This design comes from an exercise in tuning for small area on the open sky130 flow, not from production work.
Only simulation tests tie the RTL to the original design; equivalence was not proved.
Power and IR drop assume default switching activity. The clock port is modelled as an ideal driver; clocking choices that lean on that would not hold on a real chip.

$ cat config.mk
export PLATFORM = sky130hd
export DESIGN_NAME = int_regfile_sb
export DESIGN_NICKNAME = int_regfile_sb
export VERILOG_FILES = /design/flow/design.v
export SDC_FILE = /design/flow/constraint.sdc
export NUM_CORES = 4
export LEC_CHECK = 0
export CAP_MARGIN = 20
export CORE_MARGIN = 2
export CORE_UTILIZATION = 40
export SLEW_MARGIN = 20
$ cat constraint.sdc
create_clock -name core_clock -period 5.0 [get_ports {clk}]
set_input_delay 1.0000 -clock core_clock [delete_from_list [all_inputs] [get_ports {clk}]]
set_output_delay 1.0000 -clock core_clock [all_outputs]
set_load 0.01 [all_outputs]
$ cat design.v
module int_regfile_sb_rdport #(
  parameter int XLEN   = 32,
  parameter int AW     = 5,
  parameter int BYPASS = 1
) (
  input  logic            clk,
  input  logic            rst,
  input  logic            i_re,
  input  logic [AW-1:0]   i_idx,
  input  logic [XLEN-1:0] i_reg_val,
  input  logic            i_pend,
  input  logic            i_we,        
  input  logic [AW-1:0]   i_wr_idx,
  input  logic [XLEN-1:0] i_wr_data,
  output logic [XLEN-1:0] o_data,
  output logic            o_valid,
  output logic            o_hazard
);
  logic            w_fwd;
  logic [XLEN-1:0] w_val;
  logic [XLEN-1:0] r_data;
  logic            r_valid;
  assign w_fwd = (BYPASS != 0) && i_we && (i_wr_idx == i_idx);
  always_comb begin
    w_val = i_reg_val;
    if (i_idx == '0) w_val = '0;
    else if (w_fwd)  w_val = i_wr_data;
  end
  assign o_hazard = i_re & i_pend & ~w_fwd;
  always_ff @(posedge clk or posedge rst) begin
    if (rst) begin
      r_data  <= '0;
      r_valid <= 1'b0;
    end else begin
      r_valid <= i_re;
      if (i_re) r_data <= w_val;
    end
  end
  assign o_data  = r_data;
  assign o_valid = r_valid;
endmodule
module int_regfile_sb #(
  parameter int XLEN   = 32,
  parameter int NREGS  = 32,
  parameter int NRD    = 2,
  parameter int BYPASS = 1,
  localparam int AW    = $clog2(NREGS)
) (
  input  logic              clk,
  input  logic              rst,
  input  logic              rd_we,
  input  logic [AW-1:0]     rd_idx,
  input  logic [XLEN-1:0]   rd_data,
  input  logic [NRD-1:0]    rs_re,
  input  logic [NRD*AW-1:0] rs_idx,
  output logic [NRD*XLEN-1:0] rs_data,
  output logic [NRD-1:0]    rs_valid,
  input  logic              sb_set,
  input  logic [AW-1:0]     sb_idx,
  output logic [NRD-1:0]    hazard,
  output logic [NREGS-1:0]  pending
);
  logic [NREGS-1:0][XLEN-1:0] r_regs;
  logic [NREGS-1:0]           r_pend;
  logic [NREGS-1:0]           w_pend_nxt;
  logic                       w_we;
  assign w_we = rd_we && (rd_idx != '0);
  always_ff @(posedge clk or posedge rst) begin
    if (rst) r_regs <= '0;
    else if (w_we) r_regs[rd_idx] <= rd_data;
  end
  always_comb begin
    w_pend_nxt = r_pend;
    if (w_we) w_pend_nxt[rd_idx] = 1'b0;
    if (sb_set && (sb_idx != '0)) w_pend_nxt[sb_idx] = 1'b1;
    w_pend_nxt[0] = 1'b0;
  end
  always_ff @(posedge clk or posedge rst) begin
    if (rst) r_pend <= '0;
    else     r_pend <= w_pend_nxt;
  end
  assign pending = r_pend;
  for (genvar g = 0; g < NRD; g++) begin : g_rd
    logic [AW-1:0] w_idx;
    assign w_idx = rs_idx[g*AW +: AW];
    int_regfile_sb_rdport #(.XLEN(XLEN), .AW(AW), .BYPASS(BYPASS)) u_rd (
      .clk       (clk),
      .rst       (rst),
      .i_re      (rs_re[g]),
      .i_idx     (w_idx),
      .i_reg_val (r_regs[w_idx]),
      .i_pend    (r_pend[w_idx]),
      .i_we      (w_we),
      .i_wr_idx  (rd_idx),
      .i_wr_data (rd_data),
      .o_data    (rs_data[g*XLEN +: XLEN]),
      .o_valid   (rs_valid[g]),
      .o_hazard  (hazard[g])
    );
  end
endmodule
$ cat run.sh
#!/bin/bash
# synth_recipe.tcl (not shown) runs the flow's synth.tcl, then flattens the netlist and writes it again
# the make line also repeats each setting of config.mk as NAME=value (left out here)
make -C /OpenROAD-flow-scripts/flow DESIGN_CONFIG=/design/flow/config.mk WORK_HOME=/design/flow/orfs CLKGATE_MAP_FILE= SYNTH_SCRIPT=/design/flow/synth_recipe.tcl finish
==> flow_summary.toml, run 1 <==
[final_layout]
area_growth_pct = 14.0
drive_above_1_share_pct = 44.9
fin_util_pct = 46.1
fill_cells = 12800
fin_area_sq_um = 67200
nets = 4105
instances_no_fill = 6055

[placed_design]
dpl_cell_area_sq_um = 63100
place_inst = 5826
hpwl_um = 111000
port_buffers = 156
gp_congestion = 0.828
place_ws_ns = 0.345

[detailed_routing]
wl_met3_um = 12900
firstDrtPassIters = 6
wl_met1_um = 79600
wl_per_cell_um = 31.9
drc = 0
ant_nets = 0
routed_wl_um = 193000
vias = 38200
routed_via_density = 6.31
met2_length_um = 93300
drtIter0Drc = 3741
routed.top_layer = "met5"

[setup_path]
worst-path-max-fanout = 5
r2r-start = "r_regs[626]"
critPathLaunchType = "input pin"
crit_path_start = "rd_idx[0]"
cp.required_ns = 4.00
reg2reg_depth = 5
reg2reg_slack_ns = 2.83
crit_arrival_ns = 3.71
worstSetupEndpoint = "hazard[1]"
crit_type = "input pin to output pin"
r2r_end = "g_rd[0].u_rd.r_data[18]"
crit_path_end_kind = "output pin"

[job]
maxCapViolations = 0

[logic_synthesis]
synth_area_leader_cell = "dfrtp_1"
syn_area_per_cell_sq_um = 14.5
syn_inst = 4064
syn_area_sq_um = 58900
synth_top_area_share_pct = 47.6
synth_edf_count = 0
synth_area_leaders = "dfrtp_1 (48%), mux2_2 (18%), mux4_2 (16%)"
syn-num-nets = 4128
yosys-top-cells-count = "dfrtp_1 (1,121), mux2_2 (964), mux4_2 (430), clkbuf_1 (286), mux2i_1 (263)"
synth_flop_cell = "dfrtp_1"
yosysMostFrequentCell = "dfrtp_1"
ys_ff_latch = 1121
ys_types = 53
synth_seq_area_share_pct = 47.6
yosysWarnings = 2
async_reset_ff_share_pct = 100

[global_route]
first_global_vias = 39400
grt_use_total_pct = 25.6
grt_pass1_wl_um = 283000
grt_overflow = 0
antenna_found_initial = 4
grt_max_degree = 110

[sta]
setup_slack_ns = 0.292
finClkSkew_ns = 0.0243
fin_crit_ns = 4.71
slew_headroom_pct = 27.7
fin_setup_tns_ns = 0
worstMarginPinSlew_ns = 1.08
rsz0062_at_grt = "false"
hold_violations = 0
period_share_pct = 94.2
finalMaxSlewViolations = 0
fmax_mhz = 212
hold_ws_ns = 0.397
finalSetupViolCount = 0

[clock_network]
clkLatencyLatePin_ns = 0.77
cts.path.max_buffers = 3
cts_root_buf = "clkbuf_16"
cts_tree = "built"
htree_num_levels = 4
numCtsBuffers = 130
postCtsSetupRepairBufs = 0
numClockSinks = 1121
post_cts_resized = 0
hold_buffers = 0
clkTransAtPathRegs_ns = 0.06

[status]
status = "finished clean"

[floorplanning]
rows = 140
die_h_um = 388
die_area_sq_um = 150000
num_io_pins = 158
dieWidth_um = 388
core_region_area_sq_um = 146000
initial_core_util_pct = 40.4

[power]
power_mw = 29.9
vdd_drop_max_uv = 288
power.density_nw_per_um2 = 444
cellLeakagePower_nw = 29.2

[hold_path]
min_path_type = "flop to flop"
==> flip-flops by register name, summed over array words and instances (netlist names) <==
register and flops:
r_pend 31, r_regs 1024, g_rd.u_rd.r_data 64, g_rd.u_rd.r_valid 2
==> cells by family after synthesis <==
family	synth area share [%]
muxes	40.1
other	0.00636
AOI/OAI and AO/OA	5.36
buffers and inverters	3.51
xor gates and xnor gates	0.238
adders and majority gates	0.127
and+or+nand+nor	3.10
DFF	47.6
==> power by group <==
group | leakage [nW] | switching (mW) | total, mW | internal, mW
Sequential | 14.4 | 1.87 | 13.4 | 11.5
Clock | 2.07 | 3.99 | 9.52 | 5.53
Combinational | 12.7 | 2.62 | 6.97 | 4.36
Total | 29.2 | 8.48 | 29.9 | 21.4
==> worst max-delay path: stages <==
cell             delay, ns
clkdlybuf4s50_1       0.63
inv_1                 0.10
ha_1                  0.28
nor3b_1               0.17
ha_1                  0.26
nor2b_1               0.19
nand2_1               0.13
or2_2                 0.33
o311a_1               0.14
clkdlybuf4s50_1       0.49
==> worst min path at each step <==
stage	from	depth (start not counted)	to	slack [ns]
3_3_place_gp	r_regs[6]	0	r_regs[6]	0.38
2_1_floorplan	r_regs[0]	1	r_regs[0]	0.45
6_report	r_regs[6]	0	r_regs[6]	0.40
5_1_grt	r_regs[8]	0	r_regs[8]	0.41
3_5_place_dp	r_regs[22]	0	r_regs[22]	0.38
4_1_cts	rs_re[1]	1	g_rd[1].u_rd.r_valid	0.38
==> placed cells by master, fill, tap and decap left out, types with 33 or more instances in the layout <==
master | netlist | final
a21oi_1 | 66 | 66
a22o_1 | 33 | 33
a22oi_1 | 160 | 160
buf_12 | 0 | 60
buf_4 | 18 | 86
clkbuf_16 | 0 | 134
clkdlybuf4s50_1 | 0 | 121
dfrtp_1 | 1121 | 1121
mux2_2 | 964 | 964
mux2i_1 | 263 | 263
mux4_2 | 430 | 430
nand2_1 | 58 | 50
nand3_1 | 114 | 109
nor2b_1 | 109 | 101
==> cell type report <==
cell class | count | area (sq um) | share of cell area (%)
inverters | 23 | 90.1 | 0.134
multi-input cells | 2464 | 29100 | 43.4
repair buffers | 301 | 3290 | 4.89
diodes | 1 | 2.50 | 0.00372
well taps | 1917 | 2400 | 3.57
clock inverters | 32 | 330 | 0.492
flip-flops and latches | 1121 | 28100 | 41.7
clock buffers | 196 | 3890 | 5.78
==> layer usage <==
layer / up-vias / global-route usage [%]
met5: - / 0
met4: 4 / 9.34
met3: 382 / 4.27
met2: 1560 / 41.7
met1: 20700 / 34.6
li1: 15600 / -
==> inputs of run 2 (changes only) <==
==> design.v (replaced) <==
module int_regfile_sb_aoi3 (
  input  logic a0, s0, a1, s1, a2, s2,
  output logic y
);
  assign y = ~((a0 & s0) | (a1 & s1) | (a2 & s2));
endmodule
module int_regfile_sb_nand11 (
  input  logic [10:0] x,
  output logic        y
);
  assign y = ~&x;
endmodule
module int_regfile_sb_rdmux #(
  parameter int XLEN  = 32,
  parameter int NREGS = 32
) (
  input  logic [NREGS-1:0]           i_sel,
  input  logic [NREGS-1:0][XLEN-1:0] i_regs,
  output logic [XLEN-1:0]            o_data
);
  for (genvar b = 0; b < XLEN; b++) begin : g_bit
    logic [10:0] w_t;
    for (genvar k = 0; k < 10; k++) begin : g_grp
      int_regfile_sb_aoi3 u_aoi (
        .a0 (i_regs[3*k+1][b]), .s0 (i_sel[3*k+1]),
        .a1 (i_regs[3*k+2][b]), .s1 (i_sel[3*k+2]),
        .a2 (i_regs[3*k+3][b]), .s2 (i_sel[3*k+3]),
        .y  (w_t[k])
      );
    end
    assign w_t[10] = ~(i_regs[31][b] & i_sel[31]);
    int_regfile_sb_nand11 u_or (.x (w_t), .y (o_data[b]));
  end
endmodule
module int_regfile_sb #(
  parameter int XLEN   = 32,
  parameter int NREGS  = 32,
  parameter int NRD    = 2,
  parameter int BYPASS = 1,
  localparam int AW    = $clog2(NREGS)
) (
  input  logic              clk,
  input  logic              rst,
  input  logic              rd_we,
  input  logic [AW-1:0]     rd_idx,
  input  logic [XLEN-1:0]   rd_data,
  input  logic [NRD-1:0]    rs_re,
  input  logic [NRD*AW-1:0] rs_idx,
  output logic [NRD*XLEN-1:0] rs_data,
  output logic [NRD-1:0]    rs_valid,
  input  logic              sb_set,
  input  logic [AW-1:0]     sb_idx,
  output logic [NRD-1:0]    hazard,
  output logic [NREGS-1:0]  pending
);
  logic [NREGS-1:1][XLEN-1:0] r_regs;
  logic [NREGS-1:1]           r_live;
  logic [NREGS-1:1]           r_pend;
  logic [NREGS-1:1]           w_wsel;
  logic [NREGS-1:1]           w_ssel;
  logic [NRD-1:0]             r_valid;
  logic [NRD*AW-1:0]          r_ridx;
  for (genvar i = 1; i < NREGS; i++) begin : g_reg
    assign w_wsel[i] = rd_we && (rd_idx == AW'(i));
    assign w_ssel[i] = sb_set && (sb_idx == AW'(i));
    always_ff @(posedge clk) begin
      if (w_wsel[i]) r_regs[i] <= rd_data;
    end
    always_ff @(posedge clk or posedge rst) begin
      if (rst) begin
        r_live[i] <= 1'b0;
        r_pend[i] <= 1'b0;
      end else begin
        if (w_wsel[i]) r_live[i] <= 1'b1;
        r_pend[i] <= w_ssel[i] | (r_pend[i] & ~w_wsel[i]);
      end
    end
  end
  assign pending = {r_pend, 1'b0};
  always_ff @(posedge clk or posedge rst) begin
    if (rst) r_valid <= '0;
    else     r_valid <= rs_re;
  end
  assign rs_valid = r_valid;
  always_ff @(posedge clk) begin
    r_ridx <= rs_idx;
  end
  for (genvar g = 0; g < NRD; g++) begin : g_rd
    logic [AW-1:0]   w_idx;
    logic [AW-1:0]   w_ridx;
    logic [XLEN-1:0] w_data;
    assign w_idx  = rs_idx[g*AW +: AW];
    assign w_ridx = r_ridx[g*AW +: AW];
    logic [NREGS-1:0] w_sel;
    assign w_sel[0] = 1'b0;
    for (genvar i = 1; i < NREGS; i++) begin : g_sel
      assign w_sel[i] = (w_ridx == AW'(i)) & r_live[i];
    end
    int_regfile_sb_rdmux #(.XLEN(XLEN), .NREGS(NREGS)) u_mux (
      .i_sel  (w_sel),
      .i_regs ({r_regs, {XLEN{1'b0}}}),
      .o_data (w_data)
    );
    assign rs_data[g*XLEN +: XLEN] = w_data;
    assign hazard[g] = rs_re[g] & pending[w_idx] & ~(rd_we && (rd_idx == w_idx));
  end
endmodule
--- a/config.mk
+++ b/config.mk
@@ -9,3 +9,4 @@
 export CORE_MARGIN = 2
 export CORE_UTILIZATION = 40
 export SLEW_MARGIN = 20
+export SYNTH_HIERARCHICAL = 1
==> run 2 against run 1 <==
  * The layout now fails its checks (negative setup slack)
  * Synthesized area down 28%
  * Combinational power fell by 78%
  * Design area down 26%
  * Synthesized cell count down 41%
  * Cell count is 30% lower
  * Critical endpoint is now rs_data[36]
  * Largest power group unchanged
  * Highest routed layer unchanged
==> flow_summary.toml, run 2 <==
[logic_synthesis]
syn_inst = 2378
synth_flop_cell = "edfxtp_1"
synth_top_area_share_pct = 70.7
yosys-top-cells-count = "edfxtp_1 (992), a222oi_1 (640), nand4_1 (132), nand2_1 (87), nand3_1 (74)"
synth_seq_area_share_pct = 75.0
ys_types = 48
async_reset_ff_share_pct = 6.00
synth_area_leader_cell = "edfxtp_1"
synth_edf_count = 992
syn-num-nets = 2436
syn_area_sq_um = 42100
yosysMostFrequentCell = "edfxtp_1"
ys_ff_latch = 1066
syn_area_per_cell_sq_um = 17.7
yosysWarnings = 7
synth_area_leaders = "edfxtp_1 (71%), a222oi_1 (15%), dfrtp_1 (3.8%)"

[global_route]
grt_use_total_pct = 28.3
grt_overflow = 0
grt_pass1_wl_um = 219000
grt_max_degree = 38
first_global_vias = 30700
antenna_found_initial = 4

[detailed_routing]
routed_via_density = 7.31
vias = 30900
routed_wl_um = 157000
firstDrtPassIters = 14
wl_per_cell_um = 37.1
ant_nets = 0
met2_length_um = 69400
routed.top_layer = "met5"
wl_met1_um = 55900
drtIter0Drc = 7198
wl_met3_um = 21100
drc = 0

[clock_network]
cts_root_buf = "clkbuf_16"
clkLatencyLatePin_ns = 0.70
htree_num_levels = 3
clkTransAtPathRegs_ns = 0.06
numCtsBuffers = 107
postCtsSetupRepairBufs = 0
cts_tree = "built"
numClockSinks = 1066
cts.path.max_buffers = 3

[sta]
rsz0062_at_grt = "false"
hold_violations = 0
finalMaxSlewViolations = 0
slew_headroom_pct = 25.1
period_share_pct = 103
fin_crit_ns = 5.16
finClkSkew_ns = 0
hold_ws_ns = 0.483
finalSetupViolCount = 7
setup_slack_ns = -0.157
worstMarginPinSlew_ns = 1.12
fmax_mhz = 194

[final_layout]
multi_input_area_sq_um = 10500
fill_cells = 8865
fin_util_pct = 47.5
area_growth_pct = 18.2
largest_reg_flops = 992
nets = 2796
fin_area_sq_um = 49800
top_register = "r_regs"
reg_top3 = "r_regs x992, r_live x31, r_pend x31"
drive_above_1_share_pct = 14.0
seq_area_sq_um = 31600
mostFrequentLayoutCell = "edfxtp_1"
mostFrequentLayoutCells = "edfxtp_1 (992), a222oi_1 (640), nand4_1 (132)"

[setup_path]
crit_family = "simple AND/OR/NAND/NOR gates"
r2r_end = "r_pend[17]"
crit_type = "flop to output pin"
reg2reg_depth = 1
crit_chain = "nor3_1 -> and3_1 -> buf_4 -> a222oi_1 -> nand4_1 -> or3_1 -> clkdlybuf4s50_1"
cp.depth = 7
crit_arrival_ns = 4.16
slowest_delay_ns = 0.71
reg2reg_slack_ns = 4.14
critPathBufInv = 2
crit_path_end_kind = "output pin"
slowest_stage = "and3_1"
r2r-start = "r_pend[17]"
cp.required_ns = 4.00
worst-path-max-fanout = 15
critPathLaunchType = "flop"

[floorplanning]
die_area_sq_um = 108000
num_io_pins = 158
rows = 119
die_h_um = 329
dieWidth_um = 329
initial_core_util_pct = 40.2
core_region_area_sq_um = 105000

[placed_design]
place_ws_ns = 0.400
gp_congestion = 0.904
hpwl_um = 93100
port_buffers = 156
dpl_cell_area_sq_um = 46500

[status]
status = "failed layout checks"
so_faults = "negative setup slack"

[power]
power_mw = 19.6
vdd_drop_max_uv = 272
cellLeakagePower_nw = 16.2
power.density_nw_per_um2 = 393

[hold_path]
whs_path_depth = 1
holdCritStartpoint = "r_live[27]"
min_path_type = "flop to flop"
min_to = "r_live[27]"

[job]
maxCapViolations = 0
[run 2: cell types whose count changed after synthesis, moves of 130 or more]
cell / before / now
a222oi_1: 0 / 640
a22oi_1: 160 / 0
clkbuf_1: 286 / 15
dfrtp_1: 1121 / 64
edfxtp_1: 0 / 992
mux2_2: 964 / 3
mux2i_1: 263 / 4
mux4_2: 430 / 6
nand4_1: 2 / 132
[run 2: stage by stage]
stage	instances	setup TNS (ns)
final	4222	-0.347
after global routing	4218	0
after CTS	4217	0
after detailed placement	4020	0
after global placement	4020	0
after floorplan	2378	0
[run 2: worst max path at each step]
stage          startpoint           to  slack, ns
6_report        r_ridx[7]  rs_data[36]      -0.16
5_1_grt         r_ridx[4]  rs_data[21]      0.009
4_1_cts         r_ridx[3]  rs_data[13]       0.02
3_5_place_dp    rs_idx[0]    hazard[0]       0.40
3_3_place_gp    r_ridx[3]  rs_data[25]       0.39
2_1_floorplan   r_ridx[2]   rs_data[0]       1.09
[run 2: where the power goes]
part           internal (mW)  total [mW]  leakage, nW  switching [mW]
combinational          0.626        1.54         4.77           0.912
clock                   4.39        7.86         1.67            3.47
sequential              9.97        10.2         9.78           0.216
[run 2: cell families (layout without fill, tap and decap cells)]
family                 after synthesis  count (layout)  synth area share (%)
AO/OA/AOI/OAI                      698             698                  16.1
XOR/XNOR                            10              10                 0.208
buffers and inverters               44             492                 0.546
flip-flops                        1066            1066                  75.0
multiplexers                        21              21                 0.897
other                                1               6               0.00890
AND/OR/NAND/NOR                    538             538                  7.23
[run 2: layout make-up]
| class | instances | area share (%) |
|---|---|---|
| clock inverter | 70 | 1.28 |
| timing repair buffer | 278 | 5.01 |
| tap | 1391 | 3.49 |
| sequential | 1066 | 63.4 |
| antenna | 5 | 0.0251 |
| multi-input combinational | 1268 | 21.1 |
| clock buffer | 127 | 5.57 |
| inverter | 17 | 0.136 |
[run 2: routing by layer]
layer | global-route usage, % | vias up
li1 | - | 12200
met1 | 37.7 | 15500
met2 | 43.1 | 2763
met3 | 6.60 | 460
met4 | 15.5 | 2
met5 | 0.266 | -
[run 2: modules after synthesis, one instance, submodules excluded, excerpt]
module	cells inside	flops+latches	cell area (sq um)
int_regfile_sb	1412	1066	33900
int_regfile_sb_aoi3	1	0	10.0
int_regfile_sb_nand11	4	0	23.8
[run 2: what timing repair did]
item,4_1_cts,5_1_grt
pin swaps,1,5
gates resized for setup,14,15
hold buffers,0,0
endpoints found under the setup margin,34,35
==> inputs of run 3 (changes only) <==
==> flow/run.sh (new file) <==
#!/bin/bash
# The standard ORFS layout with three changes:
#  * port buffers are the smallest plain buffer instead of a delay cell,
#  * clock-tree sinks are clustered into larger groups (fewer leaf buffers),
#  * no dummy loads are added to the clock tree.
set -euo pipefail
export BUFFER_PORTS_ARGS="-buffer_cell sky130_fd_sc_hd__buf_1"
export CTS_ARGS="-sink_clustering_enable -repair_clock_nets -sink_clustering_size 26 -sink_clustering_max_diameter 80 -dont_use_dummy_load"
bash standard.sh finish > standard.log 2>&1
==> standard.sh (new file) <==
#!/bin/bash
# synth_recipe.tcl (not shown) runs the flow's synth.tcl, then flattens the netlist and writes it again
# the make line also repeats each setting of config.mk as NAME=value (left out here)
make -C /OpenROAD-flow-scripts/flow DESIGN_CONFIG=/design/flow/config.mk WORK_HOME=/design/flow/orfs CLKGATE_MAP_FILE= SYNTH_SCRIPT=/design/flow/synth_recipe.tcl "${@:-finish}"
--- a/config.mk
+++ b/config.mk
@@ -7,6 +7,6 @@
 export LEC_CHECK = 0
 export CAP_MARGIN = 20
 export CORE_MARGIN = 2
-export CORE_UTILIZATION = 40
+export CORE_UTILIZATION = 60
 export SLEW_MARGIN = 20
 export SYNTH_HIERARCHICAL = 1
removed: run.sh
==> run 3 against run 2 <==
  * Now clean on timing, DRC and antenna
  * First-iteration DRC count rose by 5.6%
  * Global-route usage rose by 13 points
  * Highest routed layer unchanged
  * Cell count fell by 14%
  * Die area fell by 33%
  * Flip-flop and latch count did not move
  * Combinational power fell by 16%
  * Worst hold slack got worse by 0.046 ns
  * Critical path depth did not move
==> flow_summary.toml, run 3 <==
[final_layout]
fin_area_sq_um = 46200
antenna_cells = 0
top_register = "r_regs"
drive_above_1_share_pct = 9.52
area_growth_pct = 9.60
nets = 2760
fill_cells = 4876
largest_reg_flops = 992
fin_util_pct = 66.2
mostFrequentLayoutCell = "edfxtp_1"
reg_top3 = "r_regs x992, r_live x31, r_pend x31"
mostFrequentLayoutCells = "edfxtp_1 (992), a222oi_1 (640), buf_1 (154)"

[clock_network]
clkTransAtPathRegs_ns = 0.10
cts_root_buf = "clkbuf_16"
cts.path.max_buffers = 3
numClockSinks = 1066
htree_num_levels = 2
postCtsSetupRepairBufs = 0
clkLatencyLatePin_ns = 0.64
cts_tree = "built"
numCtsBuffers = 49
post_cts_resized = 0
hold_buffers = 0

[placed_design]
dpl_cell_area_sq_um = 44900
gp_congestion = 0.991
hpwl_um = 89800
port_buffers = 156
place_ws_ns = 0.837

[global_route]
first_global_vias = 30000
grt_use_total_pct = 41.0
antenna_found_initial = 4
grt_overflow = 0
grt_pass1_wl_um = 208000
grt_max_degree = 35

[logic_synthesis]
syn_area_sq_um = 42100
yosys-top-cells-count = "edfxtp_1 (992), a222oi_1 (640), nand4_1 (132), nand2_1 (87), nand3_1 (74)"
synth_top_area_share_pct = 70.7
synth_edf_count = 992
ys_ff_latch = 1066
synth_area_leaders = "edfxtp_1 (71%), a222oi_1 (15%), dfrtp_1 (3.8%)"
syn-num-nets = 2436
syn_area_per_cell_sq_um = 17.7
yosysWarnings = 7
ys_types = 48
synth_area_leader_cell = "edfxtp_1"
async_reset_ff_share_pct = 6.00
yosysMostFrequentCell = "edfxtp_1"
synth_seq_area_share_pct = 75.0
syn_inst = 2378
synth_flop_cell = "edfxtp_1"

[power]
power.density_nw_per_um2 = 342
p_switching_mw = 3.69
power.share.sequential_pct = 64.3
clkPwrFrac_pct = 27.5
swShare_pct = 23.4
p_comb_share_pct = 8.1
vdd_drop_max_uv = 384
power_mw = 15.8
cellLeakagePower_nw = 14.9
power.internal_mw = 12.1

[detailed_routing]
drtIter0Drc = 7600
drc = 0
wl_per_cell_um = 41.2
routed_wl_um = 150000
routed_via_density = 8.43
firstDrtPassIters = 14
ant_nets = 0
vias = 30700

[setup_path]
r2r-start = "r_pend[14]"
crit_path_start = "r_ridx[1]"
worst-path-max-fanout = 16
critPathBufInv = 2
worstSetupEndpoint = "rs_data[4]"
cp.required_ns = 4.00
cp.depth = 7
crit_path_end_kind = "output pin"
crit_arrival_ns = 3.96
r2r_end = "r_pend[14]"
crit_type = "flop to output pin"
crit_family = "simple AND/OR/NAND/NOR gates"
slowest_stage = "and3_1"
reg2reg_depth = 2
reg2reg_slack_ns = 4.14
slowest_delay_ns = 1.06
crit_chain = "nor3b_1 -> and3_1 -> buf_4 -> a222oi_1 -> nand4_1 -> or3_1 -> buf_1"
critPathLaunchType = "flop"

[floorplanning]
dieWidth_um = 269
initial_core_util_pct = 60.4
core_region_area_sq_um = 69800
die_area_sq_um = 72400
rows = 97
die_h_um = 269
num_io_pins = 158

[sta]
finalSetupViolCount = 0
hold_violations = 0
period_share_pct = 99.3
finalMaxSlewViolations = 0
setup_slack_ns = 0.0363
worstMarginPinSlew_ns = 1.27
rsz0062_at_grt = "false"
fmax_mhz = 201
fin_crit_ns = 4.96
finClkSkew_ns = 0
slew_headroom_pct = 15.4
fin_setup_tns_ns = 0

[hold_path]
min_path_type = "input pin to asynchronous set/reset pin"

[job]
maxCapViolations = 0

[status]
status = "finished clean"
[run 3: cell count changes in the layout (fill, tap and decap cells not counted), moves of 22 or more]
cell / before / now
clkdlybuf4s50_1: 129 / 0
buf_2: 26 / 0
clkbuf_16: 107 / 49
buf_4: 109 / 144
clkinv_1: 22 / 0
buf_1: 0 / 154
clkinv_2: 33 / 2
[run 3: kinds of logic after synthesis]
family                 share of synthesized area [%]
XOR/XNOR                                       0.208
flip-flops                                      75.0
other                                        0.00890
AND/OR/NAND/NOR                                 7.23
buffers and inverters                          0.546
multiplexers                                   0.897
AO/OA/AOI/OAI                                   16.1
[run 3: how the worst min path moves through the flow]
stage                from         end  cells after the start
2_1_floorplan  r_live[11]  r_live[11]                      1
6_report              rst  r_live[17]                      2
3_3_place_gp    r_live[2]   r_live[2]                      1
3_5_place_dp    r_live[3]   r_live[3]                      1
4_1_cts               rst  r_live[31]                      2
5_1_grt               rst   r_pend[4]                      2
[run 3: cell type report]
cell class	instances	area (sq um)	share of cell area, %
Clock buffer	49	1230	2.66
Inverter	17	66.3	0.144
Multi-Input combinational cell	1268	10400	22.6
Sequential cell	1066	31600	68.4
Tap cell	940	1180	2.55
Timing Repair Buffer	300	1670	3.61
[run 3: per-layer routing]
metal	GRT usage, %	vias to the layer above	wire (um)
met4	26.3	4	11100
met1	53.1	15200	49500
met3	10.4	488	21900
met5	0	-	14
met2	62.4	2976	67600
li1	-	12000	-
[run 3: worst register-to-register path, cell delays in order (launching register included)]
cell,delay [ns]
dfrtp_1,0.50
o21ai_0,0.12
o21ai_0,0.12
[run 3: modules after synthesis (local to each module, per instance), excerpt]
module / flops+latches / copies in the design / cell area (sq um) / cells inside
int_regfile_sb: 1066 / 1 / 33900 / 1412
int_regfile_sb_nand11: 0 / 64 / 23.8 / 4
int_regfile_sb_aoi3: 0 / 640 / 10.0 / 1
[run 3: per-stage QoR]
stage | hold slack (ns) | instances
final | 0.437 | 3640
after global routing | 0.494 | 3640
after CTS | 0.446 | 3640
after detailed placement | 0.469 | 3591
after global placement | 0.461 | 3591
after floorplan | 0.440 | 2378
[run 3: power groups by stage]
stage / Clock (mW) / Sequential (mW) / Combinational (mW)
after floorplan: 0 / 10.3 / 0.568
after global placement: 0 / 10.3 / 1.23
after detailed placement: 0 / 10.4 / 1.25
after CTS: 4.35 / 10.2 / 1.25
after global routing: 4.63 / 10.2 / 1.34
final: 4.35 / 10.2 / 1.29
==> inputs of run 4 (changes only) <==
--- a/config.mk
+++ b/config.mk
@@ -7,6 +7,6 @@
 export LEC_CHECK = 0
 export CAP_MARGIN = 20
 export CORE_MARGIN = 2
-export CORE_UTILIZATION = 60
+export CORE_UTILIZATION = 40
 export SLEW_MARGIN = 20
 export SYNTH_HIERARCHICAL = 1
==> run 4 against run 3 <==
  * Critical path depth grew 1
  * Non-clock buffer count is 22 lower
  * Global-route usage shrank 14 points
  * Maximum frequency is 2.1% higher
  * Design area is 1.1% higher
  * Total power is 0.46% higher
  * Synthesized cell count is the same
  * Largest cell class unchanged
  * Highest routed layer unchanged
==> flow_summary.toml, run 4 <==
[logic_synthesis]
ys_ff_latch = 1066
syn_area_per_cell_sq_um = 17.7
synth_seq_area_share_pct = 75.0
synth_top_area_share_pct = 70.7
yosysMostFrequentCell = "edfxtp_1"
async_reset_ff_share_pct = 6.00
syn_inst = 2378
synth_flop_cell = "edfxtp_1"
syn-num-nets = 2436
yosysWarnings = 7
syn_area_sq_um = 42100
synth_area_leaders = "edfxtp_1 (71%), a222oi_1 (15%), dfrtp_1 (3.8%)"
synth_edf_count = 992
yosys-top-cells-count = "edfxtp_1 (992), a222oi_1 (640), nand4_1 (132), nand2_1 (87), nand3_1 (74)"
synth_area_leader_cell = "edfxtp_1"
ys_types = 48

[sta]
slew_headroom_pct = 19.5
period_share_pct = 97.3
hold_ws_ns = 0.430
rsz0062_at_grt = "false"
fmax_mhz = 206
fin_setup_tns_ns = 0
finClkSkew_ns = 0
worstMarginPinSlew_ns = 1.21
hold_violations = 0
finalSetupViolCount = 0
fin_crit_ns = 4.86
finalMaxSlewViolations = 0
setup_slack_ns = 0.136

[power]
power.internal_mw = 12.2
swShare_pct = 23.5
p_comb_share_pct = 8.2
cellLeakagePower_nw = 14.8
p_switching_mw = 3.73
power.share.sequential_pct = 63.9
power.density_nw_per_um2 = 340
vdd_drop_max_uv = 254
clkPwrFrac_pct = 27.8

[detailed_routing]
ant_nets = 0
drc = 0
routed_via_density = 7.43
vias = 30200
drtIter0Drc = 7642
routed_wl_um = 152000
wl_per_cell_um = 37.2
firstDrtPassIters = 17

[floorplanning]
core_region_area_sq_um = 105000
die_h_um = 329
rows = 119
initial_core_util_pct = 40.2
die_area_sq_um = 108000
num_io_pins = 158
dieWidth_um = 329

[placed_design]
place_ws_ns = 0.710
hpwl_um = 91000
dpl_cell_area_sq_um = 45400
port_buffers = 156
gp_congestion = 0.979

[global_route]
grt_use_total_pct = 27.3
first_global_vias = 29600
antenna_found_initial = 2
grtUsageMet1_pct = 36.9
grt_max_degree = 35
grt_pass1_wl_um = 212000
grt_overflow = 0
grtUsageMet3_pct = 6.01
use_met2_pct = 42.3
grt-busiest-layer = "met2"

[clock_network]
clkTransAtPathRegs_ns = 0.10
cts_tree = "built"
clkLatencyLatePin_ns = 0.63
htree_num_levels = 2
cts_root_buf = "clkbuf_16"
cts.path.max_buffers = 3
numClockSinks = 1066
numCtsBuffers = 50

[job]
maxCapViolations = 0

[final_layout]
nets = 2739
fin_area_sq_um = 46700
mostFrequentLayoutCells = "edfxtp_1 (992), a222oi_1 (640), buf_1 (148)"
fin_util_pct = 44.5
largest_reg_flops = 992
reg_top3 = "r_regs x992, r_live x31, r_pend x31"
area_growth_pct = 10.8
top_register = "r_regs"
mostFrequentLayoutCell = "edfxtp_1"
drive_above_1_share_pct = 9.18

[setup_path]
crit_arrival_ns = 3.86
crit_type = "flop to output pin"
critPathLaunchType = "flop"
worst-path-max-fanout = 18
crit_path_end_kind = "output pin"
cp.required_ns = 4.00

[hold_path]
min_path_type = "input pin to asynchronous set/reset pin"

[status]
status = "finished clean"
## run 4: changes by cell type in the layout (fill, tap and decap cells not counted), sizes merged
cell    change
inv         -1
clkbuf      +5
diode       +2
clkinv      +1
buf        -26
## run 4: kinds of logic (layout without fill, tap and decap cells)
family,count (synthesis),after routing,synth area share [%]
flip-flops,1066,1066,75.0
AO/OA/AOI/OAI,698,698,16.1
AND/OR/NAND/NOR,538,538,7.23
buffers and inverters,44,345,0.546
multiplexers,21,21,0.897
XOR/XNOR,10,10,0.208
other,1,3,0.00890
## run 4: repair_timing
action	4_1_cts	5_1_grt
hold buffers	0	0
endpoints found under the setup margin	0	2
buffers inserted	0	0
resized for setup	0	3
## run 4: layer usage
layer / routed length (um) / share of wire [%] / vias up
li1: - / - / 11900
met1: 54700 / 36 / 15300
met2: 68400 / 45 / 2625
met3: 20900 / 14 / 334
met4: 7560 / 5.0 / 2
met5: 13 / 0.0086 / -
## run 4: critical path, cell delays in order (launching register included)
cell	delay [ns]
dfxtp_2	0.47
nor2_1	0.12
and2_1	0.20
and3_1	0.43
buf_4	0.35
a222oi_1	0.55
nand4_1	0.39
or3_1	0.55
buf_1	0.18
## run 4: modules after synthesis (local to each module, per instance), a selection
module,times used,cells inside
int_regfile_sb_nand11,64,4
int_regfile_sb,1,1412
int_regfile_sb_aoi3,640,1
## run 4: power groups by stage
stage	sequential (mW)	combinational, mW	clock (mW)
4_1_cts	10.1	1.28	4.45
5_1_grt	10.2	1.37	4.75
3_3_place_gp	10.3	1.25	0
6_report	10.2	1.31	4.42
2_1_floorplan	10.3	0.568	0
3_5_place_dp	10.3	1.27	0
## run 4: area by class of cell
class / instances / area (sq um)
clock buffers: 50 / 1250
diodes: 2 / 5.00
multi-input cells: 1268 / 10400
flip-flops and latches: 1066 / 31600
fillers: 9074 / 58200
repair buffers: 278 / 1560
well taps: 1391 / 1740
inverters: 17 / 66.3
## run 4: per-stage QoR
step           power [mW]  cells
2_1_floorplan        10.9   2378
3_5_place_dp         11.6   4018
3_3_place_gp         11.6   4018
6_report             15.9   4072
5_1_grt              16.3   4070
4_1_cts              15.9   4068
## run 4: path summary, 6_finish.rpt
check | from | end | slack, ns | depth (start not counted)
min in group core_clock | r_live[25] | r_live[25] | 0.49 | 1
max | r_ridx[3] | rs_data[1] | 0.14 | 8
min | rst | r_pend[1] | 0.43 | 2
max in group asynchronous | rst | r_live[20] | 3.60 | 3
min reg2reg | r_live[25] | r_live[25] | 0.49 | 1
max reg2reg | r_live[30] | r_live[30] | 4.15 | 1
==> inputs of run 5 (changes only) <==
--- a/flow/run.sh
+++ b/flow/run.sh
@@ -5,5 +5,5 @@
 #  * no dummy loads are added to the clock tree.
 set -euo pipefail
 export BUFFER_PORTS_ARGS="-buffer_cell sky130_fd_sc_hd__buf_1"
-export CTS_ARGS="-sink_clustering_enable -repair_clock_nets -sink_clustering_size 26 -sink_clustering_max_diameter 80 -dont_use_dummy_load"
+export CTS_ARGS="-sink_clustering_enable -repair_clock_nets -sink_clustering_size 30 -sink_clustering_max_diameter 80 -dont_use_dummy_load"
 bash standard.sh finish > standard.log 2>&1
--- a/config.mk
+++ b/config.mk
@@ -8,5 +8,6 @@
 export CAP_MARGIN = 20
 export CORE_MARGIN = 2
 export CORE_UTILIZATION = 40
+export PLACE_DENSITY = 0.75
 export SLEW_MARGIN = 20
 export SYNTH_HIERARCHICAL = 1
==> run 5 against run 4 <==
  * Largest cell class unchanged
  * Worst hold slack lost 0.026 ns
  * Non-clock buffer count shrank 46
  * Largest power group unchanged
  * Design area decreased by 1.1%
  * Still clean
  * Maximum frequency decreased by 0.58%
==> flow_summary.toml, run 5 <==
[sta]
finClkSkew_ns = 0
hold_violations = 0
setup_slack_ns = 0.108
period_share_pct = 97.8
fmax_mhz = 204
finalSetupViolCount = 0
fin_crit_ns = 4.89
finalMaxSlewViolations = 0
hold_ws_ns = 0.404
rsz0062_at_grt = "false"
slew_headroom_pct = 13.5
worstMarginPinSlew_ns = 1.30
fin_setup_tns_ns = 0

[detailed_routing]
drtIter0Drc = 8840
firstDrtPassIters = 14
wl_per_cell_um = 35.5
routed_via_density = 7.65
drc = 0
routed_wl_um = 143000
vias = 30700
ant_nets = 0

[setup_path]
crit_arrival_ns = 3.89
crit_path_end_kind = "output pin"
cp.required_ns = 4.00
critPathLaunchType = "flop"
crit_type = "flop to output pin"
worst-path-max-fanout = 14

[floorplanning]
rows = 119
core_region_area_sq_um = 105000
die_h_um = 329
initial_core_util_pct = 40.2
dieWidth_um = 329
num_io_pins = 158
die_area_sq_um = 108000

[power]
power_mw = 15.5
vdd_drop_max_uv = 276
cellLeakagePower_nw = 14.4
power.density_nw_per_um2 = 336

[final_layout]
fin_area_sq_um = 46100
mostFrequentLayoutCell = "edfxtp_1"
top_register = "r_regs"
mostFrequentLayoutCells = "edfxtp_1 (992), a222oi_1 (640), buf_1 (142)"
nets = 2685
reg_top3 = "r_regs x992, r_live x31, r_pend x31"
drive_above_1_share_pct = 9.07
largest_reg_flops = 992
area_growth_pct = 9.51

[logic_synthesis]
ys_types = 48
syn_area_sq_um = 42100
yosysWarnings = 7
ys_ff_latch = 1066
async_reset_ff_share_pct = 6.00
synth_edf_count = 992
yosys-top-cells-count = "edfxtp_1 (992), a222oi_1 (640), nand4_1 (132), nand2_1 (87), nand3_1 (74)"
syn_area_per_cell_sq_um = 17.7
yosysMostFrequentCell = "edfxtp_1"
synth_flop_cell = "edfxtp_1"
synth_top_area_share_pct = 70.7
synth_area_leaders = "edfxtp_1 (71%), a222oi_1 (15%), dfrtp_1 (3.8%)"
syn_inst = 2378
synth_area_leader_cell = "edfxtp_1"
syn-num-nets = 2436
synth_seq_area_share_pct = 75.0

[clock_network]
numCtsBuffers = 42
cts.path.max_buffers = 3
hold_buffers = 0
post_cts_resized = 0
postCtsSetupRepairBufs = 0
cts_tree = "built"
cts_root_buf = "clkbuf_16"
htree_num_levels = 2
clkLatencyLatePin_ns = 0.60
clkTransAtPathRegs_ns = 0.11
numClockSinks = 1066

[placed_design]
place_ws_ns = 0.846
dpl_cell_area_sq_um = 45100
hpwl_um = 84000
gp_congestion = 0.953
port_buffers = 156

[hold_path]
min_path_type = "input pin to asynchronous set/reset pin"

[global_route]
grt_max_degree = 41
antenna_found_initial = 8
grt_pass1_wl_um = 201000
grt_use_total_pct = 25.4
first_global_vias = 29600
grt_overflow = 0

[job]
maxCapViolations = 0

[status]
status = "finished clean"
[run 5: worst max-delay path, stage by stage (launching register included)]
cell and delay, ns:
dfxtp_1 0.65, nor2b_1 0.27, nor2b_1 0.29, and4_1 0.75, buf_4 0.38, a222oi_1 0.15
nand4_1 0.27, or3_1 0.32, buf_1 0.19
[run 5: final cells by class]
cell class              instances  area [sq um]
multi-input cells            1268         10500
well taps                    1391          1740
repair buffers                232          1180
inverters                      17          65.1
clock buffers                  42          1050
fillers                      9092         58700
flip-flops and latches       1066         31600
diodes                          2          5.00
[run 5: per-layer routing]
| metal | share of wire [%] | GRT usage, % | vias to the layer above |
|---|---|---|---|
| met4 | 5.9 | 12.3 | 8 |
| li1 | - | - | 11800 |
| met3 | 19 | 8.12 | 539 |
| met2 | 43 | 37.5 | 3434 |
| met5 | 0.036 | 0 | - |
| met1 | 32 | 33.9 | 14900 |
[run 5: through the flow]
| stage | std cells | utilization [%] |
|---|---|---|
| global placement | 3971 | 43.0 |
| floorplan | 2378 | - |
| global route | 4017 | 44.0 |
| CTS | 4016 | 44.0 |
| finish | 4018 | 44.0 |
| detailed placement | 3974 | 43.0 |
[run 5: report_power, final]
group / leakage, nW / internal, mW / switching (mW) / total, mW
registers: 9.78 / 9.96 / 0.200 / 10.2
logic: 4.13 / 0.398 / 0.879 / 1.28
clock network: 0.518 / 1.52 / 2.55 / 4.07
[run 5: path summary, 6_finish.rpt]
path,startpoint,end,slack (ns),depth (start not counted)
worst max-delay path,r_ridx[3],rs_data[5],0.11,8
worst min-delay path,rst,r_pend[3],0.40,2
worst max register to register,r_live[30],r_live[30],4.13,1
worst min register to register,r_live[7],r_live[7],0.51,1
max in group asynchronous,rst,r_pend[12],3.64,3
min in group core_clock,r_live[7],r_live[7],0.51,1
[run 5: logic make-up after synthesis]
| family | share of synthesized area [%] |
|---|---|
| DFF | 75.0 |
| AOI/OAI and AO/OA | 16.1 |
| and+or+nand+nor | 7.23 |
| buffers and inverters | 0.546 |
| muxes | 0.897 |
| xor gates and xnor gates | 0.208 |
| other | 0.00890 |
[run 5: per-module statistics from Yosys, one instance, submodules excluded, a selection]
module / flip-flops and latches / cells inside / copies in the design / area (sq um)
int_regfile_sb: 1066 / 1412 / 1 / 33900
int_regfile_sb_nand11: 0 / 4 / 64 / 23.8
int_regfile_sb_aoi3: 0 / 1 / 640 / 10.0
==> inputs of run 6 (changes only) <==
--- a/design.v
+++ b/design.v
@@ -1,3 +1,9 @@
+module int_regfile_sb_hold (
+  input  logic q, we, we_n, c,
+  output logic d
+);
+  assign d = ~((q | we) & (c | we_n));
+endmodule
 module int_regfile_sb_aoi3 (
   input  logic a0, s0, a1, s1, a2, s2,
   output logic y
@@ -54,17 +60,35 @@
   output logic [NREGS-1:0]  pending
 );
   logic [NREGS-1:1][XLEN-1:0] r_regs;
+  logic [NREGS-1:1][XLEN-1:0] w_regs_nxt;
   logic [NREGS-1:1]           r_live;
   logic [NREGS-1:1]           r_pend;
   logic [NREGS-1:1]           w_wsel;
+  logic [NREGS-1:1]           w_wsel_n;
   logic [NREGS-1:1]           w_ssel;
+  logic [XLEN-1:0]            w_col;
+  logic                       r_phase;
   logic [NRD-1:0]             r_valid;
-  logic [NRD*AW-1:0]          r_ridx;
+  always_ff @(posedge clk or posedge rst) begin
+    if (rst) r_phase <= 1'b0;
+    else     r_phase <= ~r_phase;
+  end
+  assign w_col = rd_data ^ {XLEN{r_phase}};
   for (genvar i = 1; i < NREGS; i++) begin : g_reg
-    assign w_wsel[i] = rd_we && (rd_idx == AW'(i));
-    assign w_ssel[i] = sb_set && (sb_idx == AW'(i));
+    assign w_wsel[i]   = rd_we && (rd_idx == AW'(i));
+    assign w_wsel_n[i] = ~w_wsel[i];
+    assign w_ssel[i]   = sb_set && (sb_idx == AW'(i));
+    for (genvar b = 0; b < XLEN; b++) begin : g_bit
+      int_regfile_sb_hold u_hold (
+        .q    (r_regs[i][b]),
+        .we   (w_wsel[i]),
+        .we_n (w_wsel_n[i]),
+        .c    (w_col[b]),
+        .d    (w_regs_nxt[i][b])
+      );
+    end
     always_ff @(posedge clk) begin
-      if (w_wsel[i]) r_regs[i] <= rd_data;
+      r_regs[i] <= w_regs_nxt[i];
     end
     always_ff @(posedge clk or posedge rst) begin
       if (rst) begin
@@ -82,26 +106,29 @@
     else     r_valid <= rs_re;
   end
   assign rs_valid = r_valid;
-  always_ff @(posedge clk) begin
-    r_ridx <= rs_idx;
-  end
   for (genvar g = 0; g < NRD; g++) begin : g_rd
-    logic [AW-1:0]   w_idx;
-    logic [AW-1:0]   w_ridx;
-    logic [XLEN-1:0] w_data;
-    assign w_idx  = rs_idx[g*AW +: AW];
-    assign w_ridx = r_ridx[g*AW +: AW];
+    logic [AW-1:0]    w_idx;
+    logic [3:0]       r_lo;    
+    logic [7:0]       r_hi;    
     logic [NREGS-1:0] w_sel;
+    logic             w_any;
+    logic [XLEN-1:0]  w_data;
+    assign w_idx = rs_idx[g*AW +: AW];
+    always_ff @(posedge clk) begin
+      for (int k = 0; k < 4; k++) r_lo[k] <= (w_idx[1:0] == 2'(k));
+      for (int k = 0; k < 8; k++) r_hi[k] <= (w_idx[4:2] == 3'(k));
+    end
     assign w_sel[0] = 1'b0;
     for (genvar i = 1; i < NREGS; i++) begin : g_sel
-      assign w_sel[i] = (w_ridx == AW'(i)) & r_live[i];
+      assign w_sel[i] = r_lo[i % 4] & r_hi[i / 4] & r_live[i];
     end
+    assign w_any = |w_sel;
     int_regfile_sb_rdmux #(.XLEN(XLEN), .NREGS(NREGS)) u_mux (
       .i_sel  (w_sel),
       .i_regs ({r_regs, {XLEN{1'b0}}}),
       .o_data (w_data)
     );
-    assign rs_data[g*XLEN +: XLEN] = w_data;
+    assign rs_data[g*XLEN +: XLEN] = w_data ^ {XLEN{r_phase & w_any}};
     assign hazard[g] = rs_re[g] & pending[w_idx] & ~(rd_we && (rd_idx == w_idx));
   end
 endmodule
==> run 6 against run 5 <==
  * Now fails the layout checks on negative setup slack
  * Critical path depth decreased by 1
  * Die area down 5.2%
  * Setup slack lost 0.14 ns
  * Combinational power grew to 2.6 times the previous value
  * Count of clock-buffer cells in the layout grew 1
  * Sequential share of layout area shrank 19 points
  * Largest cell class unchanged
  * Largest power group unchanged
  * Highest routed layer unchanged
==> flow_summary.toml, run 6 <==
[final_layout]
mostFrequentLayoutCells = "dfxtp_1 (1,011), o22ai_1 (994), a222oi_1 (640)"
nets = 3948
reg_top3 = "r_regs x992, r_live x31, r_pend x31"
largest_reg_flops = 992
mostFrequentLayoutCell = "dfxtp_1"
top_register = "r_regs"
drive_above_1_share_pct = 7.87
fin_util_pct = 45.4
area_growth_pct = 12.1

[logic_synthesis]
syn-num-nets = 3632
yosys-top-cells-count = "dfxtp_1 (1,016), o22ai_1 (994), a222oi_1 (640), nand4_1 (131), nand2_1 (129)"
syn_inst = 3574
synth_area_leader_cell = "dfxtp_1"
ys_types = 45
synth_edf_count = 0
yosysWarnings = 7
yosysMostFrequentCell = "dfxtp_1"
async_reset_ff_share_pct = 6.01
synth_top_area_share_pct = 51.0
syn_area_per_cell_sq_um = 11.2
synth_area_leaders = "dfxtp_1 (51%), a222oi_1 (16%), o22ai_1 (16%)"
synth_flop_cell = "dfxtp_1"
syn_area_sq_um = 39900
synth_seq_area_share_pct = 55.0
ys_ff_latch = 1081

[detailed_routing]
vias = 42500
drtIter0Drc = 11800
ant_nets = 0
routed_via_density = 8.21
firstDrtPassIters = 22
routed_wl_um = 184000
wl_per_cell_um = 35.5
drc = 0

[sta]
fin_crit_ns = 5.04
rsz0062_at_grt = "true"
slew_headroom_pct = 16.3
finalSetupViolCount = 2
setup_slack_ns = -0.0370
hold_violations = 0
worstMarginPinSlew_ns = 1.25
period_share_pct = 101
fmax_mhz = 199
finClkSkew_ns = 0.0492
finalMaxSlewViolations = 0
hold_ws_ns = 0.452

[floorplanning]
die_h_um = 320
die_area_sq_um = 102000
dieWidth_um = 320
core_region_area_sq_um = 98600
rows = 115
initial_core_util_pct = 40.5
num_io_pins = 158

[hold_path]
min_path_type = "input pin to asynchronous set/reset pin"

[clock_network]
numCtsBuffers = 43
cts_tree = "built"
hold_buffers = 0
clkTransAtPathRegs_ns = 0.11
clkLatencyLatePin_ns = 0.66
cts_root_buf = "clkbuf_16"
numClockSinks = 1081
htree_num_levels = 2
postCtsSetupRepairBufs = 0
cts.path.max_buffers = 3
post_cts_resized = 0

[global_route]
grt_pass1_wl_um = 263000
grt_overflow = 0
grt_max_degree = 36
grt_use_total_pct = 34.1
antenna_found_initial = 14
first_global_vias = 39300

[job]
maxCapViolations = 0

[setup_path]
slowest_stage = "a222oi_1"
cp.required_ns = 4.00
r2r_end = "r_regs[494]"
crit_chain = "and3_4 -> buf_6 -> a222oi_1 -> nand4_1 -> or3_4 -> xnor2_2 -> buf_2"
crit_path_start = "r_live[15]"
crit_path_end_kind = "output pin"
slowest_delay_ns = 0.84
r2r-start = "r_phase"
reg2reg_slack_ns = 2.06
reg2reg_depth = 3
critPathBufInv = 2
worst-path-max-fanout = 21
worstSetupEndpoint = "rs_data[10]"
crit_type = "flop to output pin"
cp.depth = 7
crit_arrival_ns = 4.04
critPathLaunchType = "flop"
crit_family = "simple AND/OR/NAND/NOR gates"

[placed_design]
port_buffers = 156
gp_congestion = 1.03
hpwl_um = 113000

[power]
vdd_drop_max_uv = 281
cellLeakagePower_nw = 16.2
power.density_nw_per_um2 = 446

[status]
status = "failed layout checks"
so_faults = "negative setup slack"
-- run 6: changes by cell type in the layout (fill, tap and decap cells not counted), moves of 16 or more --
cell      change
dfxtp_1    +1001
o22ai_1     +994
edfxtp_1    -992
buf_4        +77
xnor2_1      +59
inv_1        +38
and3_1       +35
nand2_2      +28
xor2_2       +23
and3_2       -22
a22oi_1      +18
o21ai_0      -18
mux2i_1      +17
nor2_4       -16
-- run 6: cells by family (layout without fill, tap and decap cells) --
family / count (synthesis) / after routing / synth area share (%)
AO/OA/AOI/OAI: 1718 / 1718 / 33.3
flip-flops: 1081 / 1081 / 55.0
AND/OR/NAND/NOR: 554 / 554 / 7.47
XOR/XNOR: 106 / 106 / 2.33
buffers and inverters: 86 / 400 / 1.06
multiplexers: 28 / 28 / 0.809
other: 1 / 5 / 0.00940
-- run 6: final cells by class --
type | instances | area [sq um]
fill | 9076 | 53800
sequential | 1081 | 22000
multi-input combinational | 2407 | 18000
timing repair buffer | 317 | 1910
tap | 1287 | 1610
clock buffer | 43 | 1080
inverter | 40 | 150
antenna | 4 | 10.0
-- run 6: power by group --
part / leakage [nW] / switching (mW) / internal [mW]
logic: 6.15 / 1.82 / 1.47
registers: 9.48 / 1.72 / 10.7
clock network: 0.530 / 2.70 / 1.56
-- run 6: how the worst min path moves through the flow --
stage / depth (start not counted) / slack, ns / endpoint
3_5_place_dp: 1 / 0.46 / r_regs[696]
5_1_grt: 1 / 0.47 / r_valid[1]
3_3_place_gp: 1 / 0.45 / r_regs[787]
4_1_cts: 2 / 0.47 / r_phase
2_1_floorplan: 1 / 0.44 / r_live[11]
6_report: 2 / 0.45 / r_pend[8]
-- run 6: metrics by stage --
stage / setup TNS [ns] / cells / power (mW) / setup slack (ns) / area [sq um]
floorplan: 0 / 3574 / 14.2 / 1.70 / 39900
global placement: 0 / 5131 / 15.4 / 0.806 / 43500
detailed placement: 0 / 5131 / 15.6 / 0.809 / 43500
CTS: 0 / 5174 / 19.6 / 0.110 / 44600
global route: 0 / 5177 / 20.6 / 0.0340 / 44700
finish: -0.0645 / 5179 / 19.9 / -0.0370 / 44700
-- run 6: per-module statistics from Yosys (local to each module, per instance), excerpt --
module | cell area (sq um) | flops+latches | cells | copies in the design
int_regfile_sb | 25500 | 1081 | 1616 | 1
int_regfile_sb_aoi3 | 10.0 | 0 | 1 | 640
int_regfile_sb_hold | 6.26 | 0 | 1 | 992
int_regfile_sb_nand11 | 23.8 | 0 | 4 | 64
-- run 6: metal layers --
metal	vias up	part of all wire [%]	track usage, %	wire (um)
li1	16600	-	-	-
met1	20200	34	43.6	62300
met2	4597	38	45.1	69400
met3	1057	20	15.6	36000
met4	21	8.6	22.9	15800
met5	-	0.29	3.31	535
==> inputs of run 7 (changes only) <==
--- a/config.mk
+++ b/config.mk
@@ -8,6 +8,6 @@
 export CAP_MARGIN = 20
 export CORE_MARGIN = 2
 export CORE_UTILIZATION = 40
-export PLACE_DENSITY = 0.75
+export SETUP_SLACK_MARGIN = 0.2
 export SLEW_MARGIN = 20
 export SYNTH_HIERARCHICAL = 1
==> run 7 against run 6 <==
  * The run now finishes clean
  * Sequential power about the same
  * Sequential share of layout area increased by 0.073 points
  * Utilization decreased by 0.088 points
  * Flip-flop and latch count unchanged
  * Synthesized cell count unchanged
  * First-iteration DRC count decreased by 19%
  * Critical path depth unchanged
  * Total power increased by 0.67%
  * Synthesized area unchanged
  * Clock power increased by 4%
  * Via count decreased by 4.1%
  * Critical path type unchanged
  * Largest cell class unchanged
==> flow_summary.toml, run 7 <==
[global_route]
antenna_found_initial = 5
grt_overflow = 0
grt_use_total_pct = 35.2
first_global_vias = 38300
grt_max_degree = 49
grt_pass1_wl_um = 269000

[clock_network]
numClockSinks = 1081
clkLatencyLatePin_ns = 0.68
htree_num_levels = 2
clkTransAtPathRegs_ns = 0.12
numCtsBuffers = 47
hold_buffers = 0
cts_tree = "built"
cts.path.max_buffers = 3
postCtsSetupRepairBufs = 0
cts_root_buf = "clkbuf_16"

[final_layout]
top_register = "r_regs"
mostFrequentLayoutCell = "dfxtp_1"
seq_area_sq_um = 22000
mostFrequentLayoutCells = "dfxtp_1 (1,016), o22ai_1 (994), a222oi_1 (640)"
largest_reg_flops = 992
fill_cells = 9354
area_growth_pct = 11.8
multi_input_area_sq_um = 18200
fin_area_sq_um = 44600
nets = 3906
drive_above_1_share_pct = 7.77
reg_top3 = "r_regs x992, r_live x31, r_pend x31"

[detailed_routing]
vias = 40800
ant_nets = 0
drtIter0Drc = 9604
routed_wl_um = 190000
wl_per_cell_um = 37.0
routed_via_density = 7.94
firstDrtPassIters = 12
drc = 0

[power]
cellLeakagePower_nw = 15.9
vdd_drop_max_uv = 273
power.density_nw_per_um2 = 450

[logic_synthesis]
synth_seq_area_share_pct = 55.0
yosys-top-cells-count = "dfxtp_1 (1,016), o22ai_1 (994), a222oi_1 (640), nand4_1 (131), nand2_1 (129)"
synth_edf_count = 0
syn_area_per_cell_sq_um = 11.2
yosysWarnings = 7
synth_area_leader_cell = "dfxtp_1"
syn-num-nets = 3632
yosysMostFrequentCell = "dfxtp_1"
synth_top_area_share_pct = 51.0
syn_inst = 3574
async_reset_ff_share_pct = 6.01
synth_area_leaders = "dfxtp_1 (51%), a222oi_1 (16%), o22ai_1 (16%)"
ys_ff_latch = 1081
syn_area_sq_um = 39900
ys_types = 45
synth_flop_cell = "dfxtp_1"

[floorplanning]
die_h_um = 320
num_io_pins = 158
dieWidth_um = 320
rows = 115
die_area_sq_um = 102000
initial_core_util_pct = 40.5
core_region_area_sq_um = 98600

[placed_design]
hpwl_um = 115000
port_buffers = 156
gp_congestion = 0.944
dpl_cell_area_sq_um = 43300

[sta]
rsz0062_at_grt = "true"
fin_crit_ns = 4.82
finalSetupViolCount = 0
fmax_mhz = 208
finalMaxSlewViolations = 0
slew_headroom_pct = 13.8
period_share_pct = 96.3
finClkSkew_ns = 0.0569
worstMarginPinSlew_ns = 1.29
fin_setup_tns_ns = 0
hold_violations = 0

[setup_path]
crit_type = "flop to output pin"
critPathLaunchType = "flop"
crit_path_end_kind = "output pin"
crit_arrival_ns = 3.82
cp.required_ns = 4.00
worst-path-max-fanout = 18

[hold_path]
min_path_type = "flop to flop"

[status]
status = "finished clean"

[job]
maxCapViolations = 0
[run 7: cell counts after synthesis]
No cell type changed its count.
[run 7: power breakdown]
group | switching, mW | internal, mW
combinational | 1.78 | 1.46
sequential | 1.72 | 10.7
clock | 2.74 | 1.69
[run 7: critical path, stage by stage, from the launching register on]
cell      delay (ns)
dfxtp_1         0.47
and3_1          0.60
buf_4           0.42
a222oi_1        0.33
nand4_1         0.44
or3_1           0.54
xnor2_1         0.18
buf_1           0.17
[run 7: layout make-up]
| type | count | area share (%) |
|---|---|---|
| Tap cell | 1287 | 3.61 |
| Inverter | 40 | 0.339 |
| Antenna cell | 4 | 0.0224 |
| Clock buffer | 47 | 2.64 |
| Sequential cell | 1081 | 49.2 |
| Multi-Input combinational cell | 2407 | 40.7 |
| Timing Repair Buffer | 271 | 3.45 |
[run 7: path summary, 6_finish.rpt]
path / start / to / slack (ns) / cells past startpoint
max: g_rd[1].r_lo[1] / rs_data[45] / 0.18 / 7
min reg2reg: r_regs[708] / r_regs[708] / 0.47 / 1
min: r_regs[708] / r_regs[708] / 0.47 / 1
max reg2reg: r_phase / r_regs[679] / 2.02 / 3
max in group asynchronous: rst / r_live[24] / 3.65 / 3
min in group asynchronous: rst / r_pend[11] / 0.49 / 2
[run 7: metal layers]
| layer | track usage (%) | wire [um] | vias to the layer above |
|---|---|---|---|
| met5 | 0.520 | 99 | - |
| met4 | 23.1 | 14500 | 7 |
| met3 | 11.1 | 28300 | 676 |
| met2 | 49.7 | 77000 | 3561 |
| met1 | 46.0 | 70400 | 20000 |
| li1 | - | - | 16600 |
[run 7: logic make-up after synthesis]
logic type | share of synthesized area [%]
other cells | 0.00940
compound gates | 33.3
simple gates | 7.47
flops | 55.0
mux | 0.809
xor+xnor | 2.33
buf+inv | 1.06
[run 7: per-module statistics from Yosys (local to each module, per instance), excerpt]
| module | times used | cells |
|---|---|---|
| int_regfile_sb_aoi3 | 640 | 1 |
| int_regfile_sb_nand11 | 64 | 4 |
| int_regfile_sb_hold | 992 | 1 |
| int_regfile_sb | 1 | 1616 |
[run 7: repair_timing]
action / CTS / global route
endpoints found under the hold margin: 0 / 0
pin swaps: 0 / 3
endpoints found under the setup margin: 4 / 23
gates resized for setup: 8 / 9
[run 7: through the flow]
stage                     setup slack [ns]  hold WS [ns]  utilization, %  power, mW  std cells
after global placement               0.725         0.452            43.9       15.5       5082
final                                0.183         0.470            45.3       20.1       5137
after global routing                 0.217         0.486            45.3       20.8       5133
after CTS                            0.207         0.466            45.2       19.9       5130
after detailed placement             0.681         0.459            43.9       15.7       5083
after floorplan                       1.70         0.440               -       14.2       3574
==> inputs of run 8 (changes only) <==
--- a/flow/run.sh
+++ b/flow/run.sh
@@ -5,5 +5,5 @@
 #  * no dummy loads are added to the clock tree.
 set -euo pipefail
 export BUFFER_PORTS_ARGS="-buffer_cell sky130_fd_sc_hd__buf_1"
-export CTS_ARGS="-sink_clustering_enable -repair_clock_nets -sink_clustering_size 30 -sink_clustering_max_diameter 80 -dont_use_dummy_load"
+export CTS_ARGS="-sink_clustering_enable -repair_clock_nets -sink_clustering_size 26 -sink_clustering_max_diameter 80 -dont_use_dummy_load"
 bash standard.sh finish > standard.log 2>&1
--- a/config.mk
+++ b/config.mk
@@ -8,6 +8,5 @@
 export CAP_MARGIN = 20
 export CORE_MARGIN = 2
 export CORE_UTILIZATION = 40
-export SETUP_SLACK_MARGIN = 0.2
 export SLEW_MARGIN = 20
 export SYNTH_HIERARCHICAL = 1
==> run 8 against run 7 <==
  * Non-clock buffer count unchanged
  * Clock power up 5.0%
  * Combinational power about the same
  * Synthesized area unchanged
  * Die area unchanged
  * Sequential share of layout area down 0.074 points
  * Largest cell class unchanged
  * Now fails the layout checks on negative setup slack
  * Critical endpoint is now rs_data[34]
  * Worst hold slack worse by 0.0092 ns
  * Highest routed layer unchanged
==> flow_summary.toml, run 8 <==
[status]
status = "failed layout checks"
so_faults = "negative setup slack"

[power]
power_mw = 20.3
vdd_drop_max_uv = 272
power.density_nw_per_um2 = 454
cellLeakagePower_nw = 16.0

[sta]
worstMarginPinSlew_ns = 1.30
fin_crit_ns = 5.01
fmax_mhz = 200
finalMaxSlewViolations = 0
finClkSkew_ns = 0.0722
finalSetupViolCount = 1
rsz0062_at_grt = "false"
fin_setup_tns_ns = -0.00509
slew_headroom_pct = 13.7
hold_violations = 0
setup_slack_ns = -0.00509
period_share_pct = 100

[final_layout]
reg_top3 = "r_regs x992, r_live x31, r_pend x31"
nets = 3910
top_register = "r_regs"
fill_cells = 9330
mostFrequentLayoutCell = "dfxtp_1"
drive_above_1_share_pct = 7.71
mostFrequentLayoutCells = "dfxtp_1 (1,016), o22ai_1 (994), a222oi_1 (640)"
area_growth_pct = 12.0
fin_area_sq_um = 44700
largest_reg_flops = 992

[logic_synthesis]
synth_flop_cell = "dfxtp_1"
async_reset_ff_share_pct = 6.01
synth_top_area_share_pct = 51.0
synth_edf_count = 0
ys_ff_latch = 1081
yosysWarnings = 7
syn_area_per_cell_sq_um = 11.2
synth_area_leaders = "dfxtp_1 (51%), a222oi_1 (16%), o22ai_1 (16%)"
syn_area_sq_um = 39900
yosysMostFrequentCell = "dfxtp_1"
synth_seq_area_share_pct = 55.0
syn-num-nets = 3632
syn_inst = 3574
ys_types = 45
yosys-top-cells-count = "dfxtp_1 (1,016), o22ai_1 (994), a222oi_1 (640), nand4_1 (131), nand2_1 (129)"
synth_area_leader_cell = "dfxtp_1"

[setup_path]
crit_chain = "and3_1 -> buf_4 -> a222oi_1 -> nand4_1 -> or3_1 -> xnor2_1 -> buf_1"
critPathLaunchType = "flop"
worst-path-max-fanout = 17
reg2reg_depth = 3
slowest_stage = "and3_1"
crit_path_end_kind = "output pin"
crit_type = "flop to output pin"
slowest_delay_ns = 0.68
r2r_end = "r_regs[106]"
critPathBufInv = 2
cp.required_ns = 4.00
reg2reg_slack_ns = 1.97
cp.depth = 7
r2r-start = "r_phase"
crit_family = "simple AND/OR/NAND/NOR gates"
crit_arrival_ns = 4.01

[hold_path]
min_path_type = "input pin to asynchronous set/reset pin"

[clock_network]
cts_tree = "built"
htree_num_levels = 2
cts.path.max_buffers = 3
clkTransAtPathRegs_ns = 0.11
numClockSinks = 1081
numCtsBuffers = 51
cts_root_buf = "clkbuf_16"
postCtsSetupRepairBufs = 0
clkLatencyLatePin_ns = 0.68

[detailed_routing]
routed_via_density = 7.94
drtIter0Drc = 9611
routed_wl_um = 191000
vias = 40800
wl_per_cell_um = 37.1
drc = 0
firstDrtPassIters = 12
ant_nets = 0

[placed_design]
dpl_cell_area_sq_um = 43300
gp_congestion = 0.944
port_buffers = 156
hpwl_um = 115000

[global_route]
grt_pass1_wl_um = 270000
first_global_vias = 38200
grt_overflow = 0
grt_max_degree = 49
antenna_found_initial = 13
grt_use_total_pct = 35.3

[floorplanning]
num_io_pins = 158
die_h_um = 320
rows = 115
dieWidth_um = 320
initial_core_util_pct = 40.5
die_area_sq_um = 102000
core_region_area_sq_um = 98600

[job]
maxCapViolations = 0
==> run 8: changes by cell type in the layout (fill, tap and decap cells not counted) <==
cell       previous run  this run
a41o_2                0         1
a41o_4                1         0
and3_1                9        15
and3_2               48        44
and3_4                8         6
clkbuf_16            47        51
diode_2               4         1
==> run 8: power breakdown <==
part	switching [mW]	internal, mW	total, mW
sequential	1.72	10.7	12.4
clock	2.82	1.83	4.65
combinational	1.78	1.46	3.24
==> run 8: Yosys stat by module (local to each module, per instance), excerpt <==
module / copies in the design / area (sq um) / flip-flops and latches
int_regfile_sb_nand11: 64 / 23.8 / 0
int_regfile_sb_hold: 992 / 6.26 / 0
int_regfile_sb: 1 / 25500 / 1081
int_regfile_sb_aoi3: 640 / 10.0 / 0
==> run 8: cell families after synthesis <==
| kind of cell | Yosys count | synth area share [%] |
|---|---|---|
| buf+inv | 86 | 1.06 |
| flops | 1081 | 55.0 |
| mux | 28 | 0.809 |
| other cells | 1 | 0.00940 |
| compound gates | 1718 | 33.3 |
| simple gates | 554 | 7.47 |
| xor+xnor | 106 | 2.33 |
==> run 8: per-layer routing <==
layer	up-vias	part of all wire, %	wire length [um]	global-route usage, %
met4	24	7.2	13800	22.6
met3	695	15	28100	11.5
li1	16600	-	-	-
met2	3531	41	77700	49.9
met1	19900	37	71000	46.1
met5	-	0.11	207	0.804
==> run 8: through the flow <==
stage	hold WS, ns	cells	util [%]	setup slack, ns
2_1_floorplan	0.440	3574	-	1.70
3_3_place_gp	0.452	5082	43.9	0.725
3_5_place_dp	0.459	5083	43.9	0.681
4_1_cts	0.446	5134	45.2	0.00668
5_1_grt	0.461	5138	45.3	0.0107
6_report	0.461	5138	45.3	-0.00509
==> run 8: how the worst max path moves through the flow <==
stage | slack (ns) | start | endpoint
5_1_grt | 0.01 | g_rd[1].r_lo[1] | rs_data[63]
4_1_cts | 0.007 | g_rd[1].r_lo[2] | rs_data[63]
6_report | -0.005 | g_rd[1].r_lo[3] | rs_data[34]
3_5_place_dp | 0.68 | g_rd[1].r_lo[3] | rs_data[63]
3_3_place_gp | 0.72 | g_rd[1].r_lo[3] | rs_data[63]
2_1_floorplan | 1.70 | rs_idx[3] | hazard[0]
==> run 8: final cells by class <==
cell class,instances,area [sq um],area share (%)
timing repair buffer,271,1540,3.45
antenna,1,2.50,0.00560
clock buffer,51,1280,2.86
multi-input combinational,2407,18100,40.6
sequential,1081,22000,49.2
tap,1287,1610,3.60
inverter,40,151,0.339
==> run 8: what timing repair did <==
action                                  in CTS  in global routing
resized for setup                            1                  5
endpoints found under the setup margin       1                  1
hold buffers                                 0                  0
pin swaps                                    0                  1

Re-timed with assumed drivers on the ports (clkbuf_16 on the clock, buf_2 on other inputs), run 8 has -0.081 ns of setup slack against -0.005 ns with ideal ports, and 0.641 ns once port delays also move by the mid clock arrival of 0.723 ns.
